Background: an optimization exercise with open tools, aiming at small area, a short achievable clock period and few clock cycles. Do not read the settings as production practice.
The RTL was checked by simulation tests, not by an equivalence proof against the original design.
No activity file was given, so power comes from the tool's default toggle rates.

`design.v`:
```
package rse_pkg;
	localparam int STACK_DEPTH = 64;
	localparam int WORD_W      = 32;
	localparam int SYM_W       = 8;
	localparam int CNT_W       = $clog2(STACK_DEPTH + 1);
	localparam int ADDR_W      = $clog2(STACK_DEPTH);
	localparam int DIV_CNT_W   = $clog2(WORD_W);
	localparam logic [SYM_W-1:0] CH_PLUS  = 8'h2B;
	localparam logic [SYM_W-1:0] CH_MINUS = 8'h2D;
	localparam logic [SYM_W-1:0] CH_STAR  = 8'h2A;
	localparam logic [SYM_W-1:0] CH_SLASH = 8'h2F;
	localparam logic [SYM_W-1:0] CH_ZERO  = 8'h30;
	localparam logic [SYM_W-1:0] CH_NINE  = 8'h39;
	typedef enum logic [1:0] {
		OP_ADD,
		OP_SUB,
		OP_MUL,
		OP_DIV
	} op_t;
	typedef enum logic [10:0] {
		ST_IDLE = 11'b000_0000_0001,
		ST_SYM  = 11'b000_0000_0010,
		ST_LAST = 11'b000_0000_0100,
		ST_POP1 = 11'b000_0000_1000,
		ST_POP2 = 11'b000_0001_0000,
		ST_EXEC = 11'b000_0010_0000,
		ST_DIV  = 11'b000_0100_0000,
		ST_SIGN = 11'b000_1000_0000,
		ST_PUSH = 11'b001_0000_0000,
		ST_TOP  = 11'b010_0000_0000,
		ST_EMIT = 11'b100_0000_0000
	} state_t;
endpackage
module rpn_stack_evaluator (
	input  logic                           clk,
	input  logic                           arst_n,
	input  logic                           s_tvalid,
	output logic                           s_tready,
	input  logic [rse_pkg::SYM_W-1:0]      s_tdata,    
	input  logic                           s_tlast,
	output logic                           m_tvalid,
	input  logic                           m_tready,
	output logic [rse_pkg::WORD_W-1:0]     m_tdata,    
	output logic                           m_tuser     
);
	localparam int W = rse_pkg::WORD_W;
	logic [10:0]                  state_q;
	logic [10:0]                  ret_q;
	logic [1:0]                       op_q;
	logic [rse_pkg::SYM_W-1:0]        sym_q;
	logic                             last_q;
	logic [rse_pkg::CNT_W-1:0]        count_q;
	logic [W-1:0]                     acc_q;
	logic                             in_num_q;
	logic                             neg_q;
	logic                             pend_q;
	logic                             err_q;
	logic                             rz_q;
	logic [W-1:0]                     right_q;
	logic [W-1:0]                     res_q;
	logic [W-1:0]                     rem_q;
	logic [W-1:0]                     quo_q;
	logic [W-1:0]                     dvs_q;
	logic                             qneg_q;
	logic [rse_pkg::DIV_CNT_W-1:0]    dcnt_q;
	logic [W-1:0]                     rd_q;
	logic [W-1:0]                     mem_q [rse_pkg::STACK_DEPTH];
	logic                             is_digit;
	logic [3:0]                       dig;
	logic [W-1:0]                     dig_ext;
	logic [W-1:0]                     acc_x10;
	logic [W-1:0]                     num_val;
	logic                             not_full;
	logic                             push_num;
	logic [W-1:0]                     left;
	logic [W:0]                       trial;
	logic                             ge;
	logic                             we;
	logic [W-1:0]                     wdata;
	logic                             re;
	logic [rse_pkg::ADDR_W-1:0]       waddr;
	logic [rse_pkg::ADDR_W-1:0]       raddr;
	logic [rse_pkg::CNT_W-1:0]        cnt_m1;
	assign s_tready = (state_q == rse_pkg::ST_IDLE);
	always_comb begin
		is_digit = (sym_q >= rse_pkg::CH_ZERO) && (sym_q <= rse_pkg::CH_NINE);
		dig      = 4'(sym_q - rse_pkg::CH_ZERO);
		dig_ext  = W'(dig);
		acc_x10  = (acc_q << 3) + (acc_q << 1) + dig_ext;
		num_val  = neg_q ? (W'(0) - acc_q) : acc_q;
		not_full = (count_q < rse_pkg::CNT_W'(rse_pkg::STACK_DEPTH));
		push_num = in_num_q && not_full;
		left     = rz_q ? '0 : rd_q;
		trial    = {rem_q, quo_q[W-1]} - {1'b0, dvs_q};
		ge       = !trial[W];
		cnt_m1   = count_q - rse_pkg::CNT_W'(1);
		raddr    = cnt_m1[rse_pkg::ADDR_W-1:0];
		waddr    = count_q[rse_pkg::ADDR_W-1:0];
		re       = (count_q != '0) && ((state_q == rse_pkg::ST_POP1) ||
			(state_q == rse_pkg::ST_POP2) || (state_q == rse_pkg::ST_TOP));
		we       = 1'b0;
		wdata    = num_val;
		case (state_q)
			rse_pkg::ST_SYM: begin
				we = !pend_q && !is_digit && push_num;
			end
			rse_pkg::ST_LAST: begin
				we = last_q && push_num;
			end
			rse_pkg::ST_PUSH: begin
				we    = not_full;
				wdata = res_q;
			end
			default: begin
				we = 1'b0;
			end
		endcase
	end
	always_ff @(posedge clk) begin
		if (we) begin
			mem_q[waddr] <= wdata;
		end
		if (re) begin
			rd_q <= mem_q[raddr];
		end
	end
	always_ff @(posedge clk or negedge arst_n) begin
		if (!arst_n) begin
			state_q  <= rse_pkg::ST_IDLE;
			ret_q    <= rse_pkg::ST_IDLE;
			op_q     <= rse_pkg::OP_ADD;
			sym_q    <= '0;
			last_q   <= 1'b0;
			count_q  <= '0;
			acc_q    <= '0;
			in_num_q <= 1'b0;
			neg_q    <= 1'b0;
			pend_q   <= 1'b0;
			err_q    <= 1'b0;
			rz_q     <= 1'b0;
			right_q  <= '0;
			res_q    <= '0;
			rem_q    <= '0;
			quo_q    <= '0;
			dvs_q    <= '0;
			qneg_q   <= 1'b0;
			dcnt_q   <= '0;
			m_tvalid <= 1'b0;
			m_tdata  <= '0;
			m_tuser  <= 1'b0;
		end else begin
			if (m_tvalid && m_tready && (state_q != rse_pkg::ST_EMIT)) begin
				m_tvalid <= 1'b0;
			end
			case (state_q)
				rse_pkg::ST_IDLE: begin
					if (s_tvalid) begin
						sym_q   <= s_tdata;
						last_q  <= s_tlast;
						state_q <= rse_pkg::ST_SYM;
					end
				end
				rse_pkg::ST_SYM: begin
					if (pend_q) begin
						pend_q <= 1'b0;
						if (is_digit) begin
							in_num_q <= 1'b1;
							neg_q    <= 1'b1;
							acc_q    <= dig_ext;
							state_q  <= rse_pkg::ST_LAST;
						end else begin
							op_q    <= rse_pkg::OP_SUB;
							ret_q   <= rse_pkg::ST_SYM;
							state_q <= rse_pkg::ST_POP1;
						end
					end else if (is_digit) begin
						acc_q    <= in_num_q ? acc_x10 : dig_ext;
						neg_q    <= in_num_q && neg_q;
						in_num_q <= 1'b1;
						state_q  <= rse_pkg::ST_LAST;
					end else begin
						if (push_num) begin
							count_q <= count_q + rse_pkg::CNT_W'(1);
						end
						in_num_q <= 1'b0;
						neg_q    <= 1'b0;
						acc_q    <= '0;
						ret_q    <= rse_pkg::ST_LAST;
						case (sym_q)
							rse_pkg::CH_PLUS: begin
								op_q    <= rse_pkg::OP_ADD;
								state_q <= rse_pkg::ST_POP1;
							end
							rse_pkg::CH_STAR: begin
								op_q    <= rse_pkg::OP_MUL;
								state_q <= rse_pkg::ST_POP1;
							end
							rse_pkg::CH_SLASH: begin
								op_q    <= rse_pkg::OP_DIV;
								state_q <= rse_pkg::ST_POP1;
							end
							rse_pkg::CH_MINUS: begin
								pend_q  <= 1'b1;
								state_q <= rse_pkg::ST_LAST;
							end
							default: begin
								state_q <= rse_pkg::ST_LAST;
							end
						endcase
					end
				end
				rse_pkg::ST_LAST: begin
					if (!last_q) begin
						state_q <= rse_pkg::ST_IDLE;
					end else begin
						if (push_num) begin
							count_q <= count_q + rse_pkg::CNT_W'(1);
						end
						in_num_q <= 1'b0;
						neg_q    <= 1'b0;
						acc_q    <= '0;
						if (pend_q) begin
							pend_q  <= 1'b0;
							op_q    <= rse_pkg::OP_SUB;
							ret_q   <= rse_pkg::ST_TOP;
							state_q <= rse_pkg::ST_POP1;
						end else begin
							state_q <= rse_pkg::ST_TOP;
						end
					end
				end
				rse_pkg::ST_POP1: begin
					rz_q <= (count_q == '0);
					if (count_q != '0) begin
						count_q <= cnt_m1;
					end
					state_q <= rse_pkg::ST_POP2;
				end
				rse_pkg::ST_POP2: begin
					right_q <= left;
					rz_q    <= (count_q == '0);
					if (count_q != '0) begin
						count_q <= cnt_m1;
					end
					state_q <= rse_pkg::ST_EXEC;
				end
				rse_pkg::ST_EXEC: begin
					state_q <= rse_pkg::ST_PUSH;
					case (op_q)
						rse_pkg::OP_ADD: begin
							res_q <= left + right_q;
						end
						rse_pkg::OP_SUB: begin
							res_q <= left - right_q;
						end
						rse_pkg::OP_MUL: begin
							res_q <= W'(left * right_q);
						end
						default: begin
							if (right_q == '0) begin
								err_q <= 1'b1;
								res_q <= '0;
							end else begin
								quo_q   <= left[W-1] ? (W'(0) - left) : left;
								dvs_q   <= right_q[W-1] ? (W'(0) - right_q) : right_q;
								rem_q   <= '0;
								qneg_q  <= left[W-1] ^ right_q[W-1];
								dcnt_q  <= '0;
								state_q <= rse_pkg::ST_DIV;
							end
						end
					endcase
				end
				rse_pkg::ST_DIV: begin
					rem_q  <= ge ? trial[W-1:0] : {rem_q[W-2:0], quo_q[W-1]};
					quo_q  <= {quo_q[W-2:0], ge};
					dcnt_q <= dcnt_q + rse_pkg::DIV_CNT_W'(1);
					if (dcnt_q == rse_pkg::DIV_CNT_W'(W - 1)) begin
						state_q <= rse_pkg::ST_SIGN;
					end
				end
				rse_pkg::ST_SIGN: begin
					res_q   <= qneg_q ? (W'(0) - quo_q) : quo_q;
					state_q <= rse_pkg::ST_PUSH;
				end
				rse_pkg::ST_PUSH: begin
					if (not_full) begin
						count_q <= count_q + rse_pkg::CNT_W'(1);
					end
					state_q <= ret_q;
				end
				rse_pkg::ST_TOP: begin
					rz_q    <= (count_q == '0);
					state_q <= rse_pkg::ST_EMIT;
				end
				rse_pkg::ST_EMIT: begin
					if (!m_tvalid || m_tready) begin
						m_tdata  <= (err_q || rz_q) ? '0 : rd_q;
						m_tuser  <= err_q;
						m_tvalid <= 1'b1;
						count_q  <= '0;
						acc_q    <= '0;
						in_num_q <= 1'b0;
						neg_q    <= 1'b0;
						pend_q   <= 1'b0;
						err_q    <= 1'b0;
						state_q  <= rse_pkg::ST_IDLE;
					end
				end
				default: begin
					state_q <= rse_pkg::ST_IDLE;
				end
			endcase
		end
	end
endmodule
```
`run.sh`:
```
#!/bin/bash
# synth_recipe.tcl (not shown) runs the flow's synth.tcl, then flattens the netlist and writes it again
# the make line also repeats each setting of config.mk as NAME=value (left out here)
make -C /OpenROAD-flow-scripts/flow DESIGN_CONFIG=/design/flow/config.mk WORK_HOME=/design/flow/orfs CLKGATE_MAP_FILE= SYNTH_SCRIPT=/design/flow/synth_recipe.tcl finish
```
`config.mk`:
```
export PLATFORM = sky130hd
export DESIGN_NAME = rpn_stack_evaluator
export DESIGN_NICKNAME = rpn_stack_evaluator
export VERILOG_FILES = /design/flow/design.v
export SDC_FILE = /design/flow/constraint.sdc
export NUM_CORES = 4
export LEC_CHECK = 0
export CAP_MARGIN = 20
export CORE_MARGIN = 2
export CORE_UTILIZATION = 40
export SLEW_MARGIN = 20
```
`constraint.sdc`:
```
create_clock -name core_clock -period 10.0 [get_ports {clk}]
set_input_delay 2.0000 -clock core_clock [delete_from_list [all_inputs] [get_ports {clk}]]
set_output_delay 2.0000 -clock core_clock [all_outputs]
set_load 0.01 [all_outputs]
```
==> run notes <==
==> sequential cells by signal (all words and copies together) (netlist names), 2 cells and up <==
signal and count:
acc_q 32, count_q 7, dcnt_q 5, dvs_q 32, m_tdata 32, mem_q 2048
op_q 2, quo_q 32, rd_q 32, rem_q 32, res_q 32, ret_q 4
right_q 32, state_q 11, sym_q 8
==> per-stage QoR <==
step	area [um^2]	std cells	hold WS (ps)	utilization (%)	total power (uW)
3_3_place_gp	121000	11000	473	42.5	18500
4_1_cts	129000	11400	486	45.2	27400
6_report	129000	11400	484	45.2	27200
5_1_grt	129000	11400	500	45.2	28000
2_1_floorplan	115000	7328	442	-	15800
3_5_place_dp	121000	11000	472	42.5	18500
==> kinds of logic (layout without fill, tap and decap cells) <==
logic type                 Yosys count  in the layout  share of synthesized area (%)
DFF                               2350           2350                           60.3
and+or+nand+nor                   1620           1620                           6.88
buffers and inverters              876           1175                           2.90
AOI/OAI and AO/OA                  814            814                           4.59
muxes                              693            693                           13.0
adders and majority gates          667            667                           9.96
xor gates and xnor gates           308            308                           2.36
other                                0              9                              0
==> layer usage <==
layer  vias to the layer above  routed length [um]  global-route usage, %
met5                         -                  92                      0
met4                         8               15000                   9.50
met3                       601               22800                   3.38
met2                      2684              158000                   36.8
met1                     34800              127000                   29.1
li1                      27600                   -                      -
==> final cells by class <==
type                            instances  area [um^2]  share of cell area [%]
Sequential cell                      2350        69200                    53.6
Inverter                              460         1730                    1.34
Timing Repair Buffer                  285         2350                    1.82
Clock buffer                          282         6100                    4.72
Antenna cell                            9         22.5                  0.0174
Multi-Input combinational cell       4102        43300                    33.6
Clock inverter                        148         1640                    1.27
Tap cell                             3762         4710                    3.65
==> where the power goes <==
group / internal (uW) / total (uW) / switching, uW
clock network: 5090 / 8890 / 3800
registers: 10900 / 11000 / 142
logic: 2930 / 7290 / 4360
==> worst min-delay path, stage by stage (launching register included) <==
cell and delay [ps]:
sky130_fd_sc_hd__dfrtp_1 340, sky130_fd_sc_hd__nand2_1 40, sky130_fd_sc_hd__o21ai_0 60
==> cells in the final DEF (no fill, tap or decap), types with 23 or more instances in the layout <==
cell type	netlist	final
sky130_fd_sc_hd__inv_1	460	460
sky130_fd_sc_hd__fa_1	412	412
sky130_fd_sc_hd__edfxtp_1	2080	2080
sky130_fd_sc_hd__or3_1	28	28
sky130_fd_sc_hd__a21o_1	50	50
sky130_fd_sc_hd__nand3_1	70	70
sky130_fd_sc_hd__dfrtp_1	268	266
sky130_fd_sc_hd__nor2_4	0	63
sky130_fd_sc_hd__and2_1	349	349
sky130_fd_sc_hd__nor3_1	58	58
sky130_fd_sc_hd__bufinv_16	0	29
sky130_fd_sc_hd__xnor2_1	160	157
sky130_fd_sc_hd__nand2_1	653	652
sky130_fd_sc_hd__clkdlybuf4s50_1	0	46
sky130_fd_sc_hd__xor2_1	147	145
sky130_fd_sc_hd__o211ai_1	23	23
sky130_fd_sc_hd__clkinv_2	0	45
sky130_fd_sc_hd__a22o_1	26	26
sky130_fd_sc_hd__mux2i_1	36	36
sky130_fd_sc_hd__nor2_1	243	179
sky130_fd_sc_hd__buf_4	3	231
sky130_fd_sc_hd__ha_1	255	254
sky130_fd_sc_hd__clkbuf_16	0	234
sky130_fd_sc_hd__clkinv_1	0	48
sky130_fd_sc_hd__a21oi_1	125	113
sky130_fd_sc_hd__nor2b_1	57	42
sky130_fd_sc_hd__o31ai_1	50	50
sky130_fd_sc_hd__clkbuf_1	331	42
sky130_fd_sc_hd__o21ai_0	258	240
sky130_fd_sc_hd__a211oi_1	51	50
sky130_fd_sc_hd__nand2b_1	35	34
sky130_fd_sc_hd__a221oi_1	26	26
sky130_fd_sc_hd__a31oi_1	54	52
sky130_fd_sc_hd__mux4_2	640	640
==> worst max-delay path by stage <==
stage / startpoint / slack (ps) / to / depth (start not counted)
after global placement: rz_q / 1690 / res_q[31] / 24
after CTS: rz_q / 1580 / res_q[31] / 24
after detailed placement: rz_q / 1640 / res_q[31] / 24
after global routing: rz_q / 1130 / res_q[31] / 24
final: rz_q / 1450 / res_q[31] / 24
after floorplan: rz_q / 2530 / res_q[31] / 29
==> metrics.md <==
| Metric | Value |
|---|---|
| Outcome | `complete, no violations` |
| Count of antenna-violating nets left after detailed routing | `0` |
| Average detailed-routed wire length per instance | `28.4 um` |
| Post-CTS clock slew at the launch and capture registers of the worst setup and hold paths | `70 ps` |
| NumNets Final | `8112` |
| Total CTS buffers | `233` |
| Most common cell in the netlist | `sky130_fd_sc_hd__edfxtp_1` |
| Dominant cell type by area after synthesis | `sky130_fd_sc_hd__edfxtp_1` |
| Count of buffer and inverter cells on the critical path | `3` |
| Fill count | `24700` |
| Setup repair after global routing missed its margin | `no` |
| Num rows | `196` |
| Maximum number of buffers from clock root to sink | `3` |
| Max Transition Viols Final | `0` |
| Cell at the root of the clock tree | `sky130_fd_sc_hd__clkbuf_16` |
| Path category of the worst min-delay check | `flip-flop to flip-flop` |
| First-pass GRT wire length | `471000 um` |
| Area growth from synthesis to layout | `12.4%` |
| Worst-skew pair later-pin latency | `900 ps` |
| Number of cells traversed by the worst register-to-register path | `24` |
| Grt total ovfl | `0` |
| Via density per instance | `5.77` |
| CP max stage delay | `890 ps` |
| Worst min-delay path startpoint | `dvs_q[18]` |
| Sinks on Clock Net | `2350` |
| Setup Total Neg Slack | `0 ps` |
| Number of distinct library cells after synthesis | `96` |
| Maximum number of pins on one net before global-route repair | `148` |
| Fin. Hold Viols | `0` |
| Class of the most critical setup path | `flip-flop to flip-flop` |
| Drt total wl | `323000 um` |
| List of most frequent post-synthesis cells | `sky130_fd_sc_hd__edfxtp_1 (2080), sky130_fd_sc_hd__nand2_1 (653), sky130_fd_sc_hd__mux4_2 (640)` |
| Quantity of I/O buffers inserted on ports | `47` |
| Pre-CTS setup slack | `1640 ps` |
| Highest net fanout along the worst path | `31` |
| H-tree Lvls | `4` |
| Hold buffer count at cts | `0` |
| Kind of capture point of the worst setup path | `flip-flop` |
| Die Area | `291000 um^2` |
| Number of warnings issued by yosys | `1` |
| Max_slew headroom | `11.5%` |
| Count of cells resized by post-cts repair | `0` |
| Slack of the worst reg-to-reg path | `1450 ps` |
| Global placer's final weighted congestion | `0.917` |
| Number of remaining DRC errors | `0` |
| First drt pass iteration count | `6` |
| Post-route worst setup slack | `1450 ps` |
| Count of flip-flops with a built-in enable after synthesis | `2080` |
| Top cell by count, worst path | `sky130_fd_sc_hd__fa_1` |
| Worst flop-to-flop path startpoint | `rz_q` |
| Worst Max-Slew Pin Slew | `1320 ps` |
| Area of the placeable core | `285000 um^2` |
| Boundary Pins | `48` |
| Crit path max-delay family | `adder cells` |
| Post-Synthesis Cell Area | `115000 um^2` |
| Worst clock skew | `70.0 ps` |
| Starting density of the core | `40.2%` |
| Main area contributors after synthesis | `sky130_fd_sc_hd__edfxtp_1 (54%), sky130_fd_sc_hd__mux4_2 (13%), sky130_fd_sc_hd__fa_1 (7.2%)` |
| Top-area cell type share of the netlist area | `54.4%` |
| Maximum VDD drop | `0.256 mV` |
| Syn avg cell area | `15.7 um^2` |
| Capture endpoint of the worst hold path | `dvs_q[18]` |
| Die width | `540 um` |
| Proportion of synthesized flip-flops having asynchronous set or reset | `11.5%` |
| Most common flop cell mapped by yosys | `sky130_fd_sc_hd__edfxtp_1` |
| Number of flip-flops and latches in the synthesized netlist | `2350` |
| Startpoint kind of the worst setup timing path | `flip-flop` |
| Worst-path cell with the longest stage delay | `sky130_fd_sc_hd__dfrtp_2` |
| Number of buffers inserted to repair setup after CTS | `0` |
| Final Critical Period | `8550 ps` |
| Crit path cell chain | `nand2b_1 > inv_1 > and2_1 > fa_1 > inv_1 > fa_1 > fa_1 > fa_1 > inv_1 > fa_1 > fa_1 > fa_1 > fa_1 > ha_1 > a21oi_1 > nor2_1 > a211oi_1 > o21ai_0 > o31ai_1 > a21oi_1 > a31oi_1 > xnor2_1 > o221ai_1 > o221a_2` |
| Detailed-placement wirelength estimate | `198000 um` |
| Total vias in the final route | `65700` |
| Portion of the post-synthesis area used by sequential elements | `60.3%` |
| Post-Syn Nets | `8008` |
| Final setup vio count | `0` |
| Static Leakage | `0.0486 uW` |
| Power per Cell Area | `211 nW/um^2` |
| Via count of the first global-routing pass | `68000` |
| Achievable Freq | `117 MHz` |
| Required time of the worst setup path | `10760 ps` |
| Drt initial violations | `6639` |
| Die height | `540 um` |
| Critical path data arrival time | `9310 ps` |
| Share of layout cells above drive strength 1 | `18.4%` |
| Initial antenna violation count | `11` |
| Instance count of the mapped netlist | `7328` |
| Clock tree from TritonCTS | `done` |
| Number of max-capacitance violations reported | `0` |
| Worst reg2reg path endpoint | `res_q[31]` |
| Total global-route track usage | `22.2%` |
| Final worst-path cycle share | `85.5%` |
| Hold-critical path depth | `2` |
Testbench counts, summed over its fixed seeds: cycles 150,566.

==> afterwards: timing with drivers on the ports <==
How much do the figures lean on ideal ports? The routed layout below was timed once more, with nothing changed but the port constraints.
Step 1 assumes that a clkbuf_16 drives the clock port and a buf_2 every other input.
Step 2 adds t to the input delays and takes it off the output delays; t is the mean of the earliest and latest rising clock arrival at the registers after step 1. Input paths then give back, and output paths get back, about the clock's delay inside the block.
a / b / c = no drivers / after step 1 / after step 2; a / b = the first two.
shift t [ns]: 0.960
slack for setup (ns): 1.453 / 1.453 / 1.453
hold WS [ns]: 0.484 / 0.484 / 0.484
pins driven straight from the clock port: 1
After both steps setup and hold are still met in this run. The setup slack of this run moves by 0.000 ns with the drivers and by 0.000 ns with both steps.
